From an optimization exercise on the open Yosys and OpenROAD flow, aimed at small area; shortcuts taken in it are not production practice. The RTL was checked by simulation tests, not by an equivalence proof against the original design. Power figures rest on the tool's default switching activity, not on a simulated workload.

==> flow/design.v (excerpt) <==
module exec_mem_ctrl #(
    parameter int DM_WORDS = 64
) (
    input  logic        clk,
    input  logic        rst_n,
    input  logic [6:0]  opCode,
    input  logic [31:0] rd1,
    input  logic [31:0] rd2,
    input  logic [31:0] imm,
    input  logic [2:0]  op,
    input  logic        ALUSrc,
    input  logic        MemRead,
    input  logic        MemWrite,
    output logic [31:0] z,
    output logic        zero,
    output logic [31:0] memOut,
    output logic        isRtype,
    output logic        isItype,
    output logic        isLw,
    output logic        isStype,
    output logic        isbranch,
    output logic        isjump
);
For scale: about 6100 cells after synthesis, roughly 180 I/O pins.
Settings: LEC_CHECK=0, CAP_MARGIN=30, CORE_MARGIN=2, CORE_UTILIZATION=66, PLACE_DENSITY=0.76, SLEW_MARGIN=30, SYNTH_HIERARCHICAL=1; clock period 16.0 ns.
standard.sh (not shown) runs the stock make flow with config.mk's settings and CLKGATE_MAP_FILE= SYNTH_SCRIPT=/design/flow/synth_recipe.tcl, a recipe that flattens the netlist after the stock synthesis.
==> flow/flow/run.sh <==
#!/bin/bash
# Layout flow: the standard ORFS flow (standard.sh, unchanged synthesis),
# with two changes passed to ORFS through its environment variables:
#  - clock tree: clkbuf_8 leaf buffers in larger clusters, and no dummy loads;
#  - port buffers: the smallest buffer (sky130_fd_sc_hd__buf_1); repair_design
#    still resizes them where a port's load needs it.
# ORFS writes each step's full log under orfs/logs/; the make output goes to
# standard.log in the work folder.
set -euo pipefail
cd "$(dirname "$0")/.."
CTS_OPTS=$(cat flow/cts_args.txt)
export CTS_ARGS="-sink_clustering_enable -repair_clock_nets -dont_use_dummy_load ${CTS_OPTS}"
export BUFFER_PORTS_ARGS="-buffer_cell sky130_fd_sc_hd__buf_1"
bash standard.sh > standard.log 2>&1
==> flow/flow/cts_args.txt <==
-buf_list sky130_fd_sc_hd__clkbuf_8 -sink_clustering_size 18 -sink_clustering_max_diameter 55
The first run ran to the end with no violations.
Then changed:
CORE_UTILIZATION = 60   (was 66)
PLACE_DENSITY = 0.7   (was 0.76)
After rerunning: The changed run ran to the end with no violations; die area increases by roughly a tenth; global-route usage drops by 3.1 points; power went up slightly; routed wire length went up by a few percent; synthesized area is unchanged; fmax rises slightly.

Setup of run A:
exec_mem_ctrl, a different RTL version from the one above (not shown whole).
For scale: roughly 6200 cells after synthesis, roughly 2100 flip-flops, ~180 I/O pins, about 71000 um2 of cells after synthesis.
Settings: LEC_CHECK=0, CAP_MARGIN=30, CORE_MARGIN=2, CORE_UTILIZATION=70, PLACE_DENSITY=0.8, SLEW_MARGIN=30, SYNTH_HIERARCHICAL=1; clock period 16.0 ns.
Scripts as last shown in full above: flow/flow/run.sh, flow/flow/cts_args.txt
Run A: full flow OK, the timing, DRC and antenna checks passed
The following lists how run B was set up differently from run A:
- a change of CORE_UTILIZATION from 70 to 60
- a change of PLACE_DENSITY from 0.8 to 0.7
==> notes.md <==
Per the final summary, run B finished and its layout is clean on timing, DRC and antenna.
Run A: done, clean on timing, DRC and antenna
The portion of the clock cycle consumed by the worst path in the final layout of run B exceeds that of run A by 0.42 points.
Compared with run A, in run B number of detailed-routing iterations run before antenna repair went down 3, number of buffers added by the clock tree synthesis step now larger, worst setup margin shows a reduction of 0.067 ns.
Summary of run B over run A: HPWL reported at the end of detailed placement went up by 6900 um, worst hold slack was more or less identical, number of fillers in the final layout went up by 2348, utilization went down by 10 points.
Compared with run A, run B shows a clock share of power that is 0.5 points higher.
The relative contribution of combinational cells to total power was comparable across run A and run B.

## alpha
The RTL this note starts from:
==> flow/design.v <==
module exec_mem_wbit (
    input  logic q,
    input  logic dd,
    input  logic we,
    input  logic we_n,
    output logic nq
);
    assign nq = ~((q | we) & (dd | we_n));
endmodule
module exec_mem_rd3 (
    input  logic [2:0] q,
    input  logic [2:0] s,
    output logic       y_n
);
    assign y_n = ~((q[0] & s[0]) | (q[1] & s[1]) | (q[2] & s[2]));
endmodule
module exec_mem_rd1 (
    input  logic q,
    input  logic s,
    output logic y_n
);
    assign y_n = ~(q & s);
endmodule
module exec_mem_wdec (
    input  logic lo,
    input  logic hi,
    output logic we,
    output logic we_n
);
    assign we   = lo & hi;
    assign we_n = ~(lo & hi);
endmodule
module exec_mem_rdec (
    input  logic lo,
    input  logic hi,
    input  logic v,
    output logic rs
);
    assign rs = lo & hi & v;
endmodule
module exec_alu_xor (input logic a, input logic b, output logic y);
    assign y = a ^ b;
endmodule
module exec_alu_xnor (input logic a, input logic b, output logic y);
    assign y = ~(a ^ b);
endmodule
module exec_alu_and (input logic a, input logic b, output logic y);
    assign y = a & b;
endmodule
module exec_alu_nand (input logic a, input logic b, output logic y);
    assign y = ~(a & b);
endmodule
module exec_alu_cy_tn (input logic p, input logic g, input logic c, output logic co_n);
    assign co_n = ~(g | (p & c));
endmodule
module exec_alu_cy_nt (input logic p_n, input logic g_n, input logic c_n, output logic co);
    assign co = ~(g_n & (p_n | c_n));
endmodule
module exec_alu (
    input  logic [31:0] rd1,
    input  logic [31:0] rd2,
    input  logic [31:0] imm,
    input  logic [2:0]  op,
    input  logic        ALUSrc,
    output logic [31:0] z,
    output logic        zero,
    output logic        in_range
);
    logic [31:0] alu_b, bx, s;
    logic [32:0] c;
    logic [31:0] p;                      
    logic [31:0] g;                      
    logic [31:0] orab;                   
    logic        inv, lt;
    logic        is_and, is_or, is_sum, is_slt;
    logic [31:0] zl;                     
    assign alu_b = ALUSrc ? imm : rd2;
    assign inv   = op[2];
    assign bx    = alu_b ^ {32{inv}};
    assign c[0]  = inv;
    for (genvar i = 0; i < 32; i = i + 2) begin : g_add
        logic p0, g0, p1n, g1n, c1n;
        exec_alu_xor   u_p0 (.a(rd1[i]),   .b(bx[i]),   .y(p0));
        exec_alu_and   u_g0 (.a(rd1[i]),   .b(bx[i]),   .y(g0));
        exec_alu_cy_tn u_c0 (.p(p0), .g(g0), .c(c[i]), .co_n(c1n));
        exec_alu_xor   u_s0 (.a(p0), .b(c[i]), .y(s[i]));
        exec_alu_xnor  u_p1 (.a(rd1[i+1]), .b(bx[i+1]), .y(p1n));
        exec_alu_nand  u_g1 (.a(rd1[i+1]), .b(bx[i+1]), .y(g1n));
        exec_alu_cy_nt u_c1 (.p_n(p1n), .g_n(g1n), .c_n(c1n), .co(c[i+2]));
        exec_alu_xor   u_s1 (.a(p1n), .b(c1n), .y(s[i+1]));
        assign p[i]   = p0;
        assign p[i+1] = ~p1n;
        assign g[i]   = g0;
        assign g[i+1] = ~g1n;
        assign c[i+1] = ~c1n;
    end
    assign orab = rd1 | bx;
    assign lt = (rd1[31] & ~alu_b[31]) | (~(rd1[31] ^ alu_b[31]) & s[31]);
    assign is_and = (op == 3'b000);
    assign is_or  = (op == 3'b001);
    assign is_sum = (op == 3'b010) || (op == 3'b110);
    assign is_slt = (op == 3'b111);
    assign zl = ({32{is_and}} & g) | ({32{is_or}} & orab);
    assign z  = zl | ({32{is_sum}} & s) | {31'h0, is_slt & lt};
    assign zero = ~|z;
    logic sum_hi_zero, logic_hi_zero;
    logic [31:8] hz;
    assign hz[8] = ~(p[8] ^ c[8]);
    for (genvar i = 9; i < 32; i++) begin : g_hz
        assign hz[i] = ~(p[i] ^ orab[i-1]);
    end
    assign sum_hi_zero   = &hz;
    assign logic_hi_zero = ~|zl[31:8];
    assign in_range      = is_sum ? sum_hi_zero : logic_hi_zero;
endmodule
module exec_mem_ctrl #(
    parameter int DM_WORDS = 64
) (
    input  logic        clk,
    input  logic        rst_n,
    input  logic [6:0]  opCode,
    input  logic [31:0] rd1,
    input  logic [31:0] rd2,
    input  logic [31:0] imm,
    input  logic [2:0]  op,
    input  logic        ALUSrc,
    input  logic        MemRead,
    input  logic        MemWrite,
    output logic [31:0] z,
    output logic        zero,
    output logic [31:0] memOut,
    output logic        isRtype,
    output logic        isItype,
    output logic        isLw,
    output logic        isStype,
    output logic        isbranch,
    output logic        isjump
);
    localparam int AW  = 6;
    localparam int NW  = 64;
    localparam int NG3 = 21;               
    localparam int NG  = NG3 + 1;          
    logic [31:0] mem_q [NW];
    logic [31:0] mem_d [NW];
    logic [NW-1:0] valid_q;
    logic [NW-1:0] wsel   [2];
    logic [NW-1:0] wsel_n [2];
    logic [NW-1:0] rsel   [2];
    logic [NG-1:0] part_n [32];
    always_comb begin
        isRtype  = (opCode == 7'h33);
        isLw     = (opCode == 7'h03);
        isItype  = (opCode == 7'h13) || (opCode == 7'h03);
        isStype  = (opCode == 7'h23);
        isbranch = (opCode == 7'h63);
        isjump   = (opCode == 7'h6F);
    end
    logic in_range;
    exec_alu u_alu (
        .rd1(rd1), .rd2(rd2), .imm(imm), .op(op), .ALUSrc(ALUSrc),
        .z(z), .zero(zero), .in_range(in_range)
    );
    logic [AW-1:0] word_idx;
    assign word_idx = z[AW+1:2];         
    logic wr_en, rd_en;
    assign wr_en = MemWrite && in_range;
    assign rd_en = MemRead && rst_n && in_range;
    logic [7:0] wlo, rlo, hi;
    always_comb begin
        for (int k = 0; k < 8; k++) begin
            wlo[k] = wr_en && (word_idx[2:0] == 3'(k));
            rlo[k] = rd_en && (word_idx[2:0] == 3'(k));
            hi[k]  = (word_idx[5:3] == 3'(k));
        end
    end
    for (genvar i = 0; i < NW; i++) begin : g_dec
        for (genvar h = 0; h < 2; h++) begin : g_half
            exec_mem_wdec u_wd (
                .lo(wlo[i % 8]), .hi(hi[i / 8]), .we(wsel[h][i]), .we_n(wsel_n[h][i])
            );
            exec_mem_rdec u_rd (
                .lo(rlo[i % 8]), .hi(hi[i / 8]), .v(valid_q[i]), .rs(rsel[h][i])
            );
        end
    end
    always_ff @(posedge clk or negedge rst_n) begin
        if (!rst_n) valid_q <= '0;
        else        valid_q <= valid_q | wsel[0];
    end
    logic        phase_q;
    logic [31:0] wdata_x;
    always_ff @(posedge clk or negedge rst_n) begin
        if (!rst_n) phase_q <= 1'b0;
        else        phase_q <= ~phase_q;
    end
    assign wdata_x = rd2 ^ {32{phase_q}};
    for (genvar i = 0; i < NW; i++) begin : g_word
        for (genvar b = 0; b < 32; b++) begin : g_bit
            exec_mem_wbit u_w (
                .q(mem_q[i][b]), .dd(wdata_x[b]), .we(wsel[b/16][i]), .we_n(wsel_n[b/16][i]),
                .nq(mem_d[i][b])
            );
        end
        always_ff @(posedge clk) mem_q[i] <= mem_d[i];
    end
    logic hit;
    logic [31:0] raw;
    assign hit = |rsel[0];
    for (genvar b = 0; b < 32; b++) begin : g_rd
        for (genvar g = 0; g < NG3; g++) begin : g_r3
            exec_mem_rd3 u_r (
                .q({mem_q[3*g+2][b], mem_q[3*g+1][b], mem_q[3*g][b]}),
                .s(rsel[b/16][3*g+2:3*g]),
                .y_n(part_n[b][g])
            );
        end
        exec_mem_rd1 u_r1 (
            .q(mem_q[NW-1][b]), .s(rsel[b/16][NW-1]), .y_n(part_n[b][NG3])
        );
        assign raw[b]    = ~&part_n[b];
        assign memOut[b] = raw[b] ^ (phase_q & hit);
    end
endmodule
clock: 16.0 ns
lec_check: 0
cap_margin: 20
core_margin: 2
core_utilization: 55
place_density: 0.65
slew_margin: 20
synth_hierarchical: 1
Scripts as last shown in full above: flow/flow/run.sh, flow/flow/cts_args.txt
## Diff of input files: beta against alpha
# alpha
export LEC_CHECK = 0
export CAP_MARGIN = 20
export CORE_MARGIN = 2
export CORE_UTILIZATION = 55
export PLACE_DENSITY = 0.65
export SLEW_MARGIN = 20
export SYNTH_HIERARCHICAL = 1
create_clock -name core_clock -period 16.0 [get_ports {clk}]
# beta
export LEC_CHECK = 0
export CAP_MARGIN = 30
export CORE_MARGIN = 2
export CORE_UTILIZATION = 60
export PLACE_DENSITY = 0.7
export SLEW_MARGIN = 30
export SYNTH_HIERARCHICAL = 1
create_clock -name core_clock -period 16.0 [get_ports {clk}]
--- outcome ---
Compared with alpha, in beta internal power summed over all cells comparable, core utilization of the finished layout moved up. Amount of wire on met3 after detailed routing (higher): beta. Compared with alpha, beta shows length of routed met2 wiring that has gone down by a few percent. Summary: worst max-slew margin expressed relative to the limit, beta better than alpha. On share of total power in the clock network, alpha and beta are neck and neck. beta ends up with higher worst setup slack than alpha does. Final-layout worst hold slack: alpha vs beta, no meaningful difference. Relative to alpha, the switching power summed over all nets of beta is lower by 0.68%.
Here is what was changed in the inputs of gamma compared with beta.
# beta
export LEC_CHECK = 0
export CAP_MARGIN = 30
export CORE_MARGIN = 2
export CORE_UTILIZATION = 60
export PLACE_DENSITY = 0.7
export SLEW_MARGIN = 30
export SYNTH_HIERARCHICAL = 1
create_clock -name core_clock -period 16.0 [get_ports {clk}]
# gamma
export LEC_CHECK = 0
export CAP_MARGIN = 20
export CORE_MARGIN = 2
export CORE_UTILIZATION = 55
export PLACE_DENSITY = 0.65
export SLEW_MARGIN = 20
export SYNTH_HIERARCHICAL = 1
create_clock -name core_clock -period 16.0 [get_ports {clk}]
==> flow/flow/cts_args.txt <==
-buf_list sky130_fd_sc_hd__clkbuf_8 -sink_clustering_size 17 -sink_clustering_max_diameter 50
[summary]
When gamma is set beside beta, its non-clock buffer count turns out to be 8 smaller. gamma against beta: post-route standard cell area excluding fillers went up about 0.4%, fmax level. The later-pin clock latency in the skew report in gamma was higher than what beta gave.

-- afterwards: timing with drivers on the ports --
How much do the figures lean on ideal ports? The routed layouts below were timed once more, with nothing changed but the port constraints.
Step 1 assumes that a clkbuf_16 drives the clock port and a buf_2 every other input.
Step 2, shift: input delay + t, output delay - t, t = (earliest + latest rising clock arrival at the registers) / 2. This alone moves slack from input paths to output paths.
Slacks: ideal ports / drivers / drivers and shift; pairs: ideal ports / drivers.
| run | t (ns) | slack for setup (ns) | clock arrival spread, ns | slew at the worst register clock pin (ns) |
|---|---|---|---|---|
| the first run of note 1 | 0.941 | 1.356 / 1.331 / 1.331 | 0.127 / 0.128 | 0.12 / 0.12 |
| the second run of note 1 | 0.978 | 1.486 / 1.455 / 1.455 | 0.105 / 0.105 | 0.11 / 0.11 |
| run A | 0.939 | 1.629 / 1.595 / 1.595 | 0.119 / 0.119 | 0.11 / 0.11 |
| run B | 0.972 | 1.562 / 1.539 / 1.539 | 0.096 / 0.097 | 0.12 / 0.12 |
| alpha | 0.971 | 1.541 / 1.510 / 1.510 | 0.118 / 0.118 | 0.12 / 0.12 |
| beta | 0.958 | 1.551 / 1.446 / 1.446 | 0.112 / 0.113 | 0.11 / 0.11 |
| gamma | 0.964 | 1.521 / 1.490 / 1.490 | 0.130 / 0.130 | 0.11 / 0.11 |
After both steps setup and hold are still met in every run listed. The setup slack of beta, which loses most, moves by -0.105 ns with the drivers and by -0.105 ns with both steps.
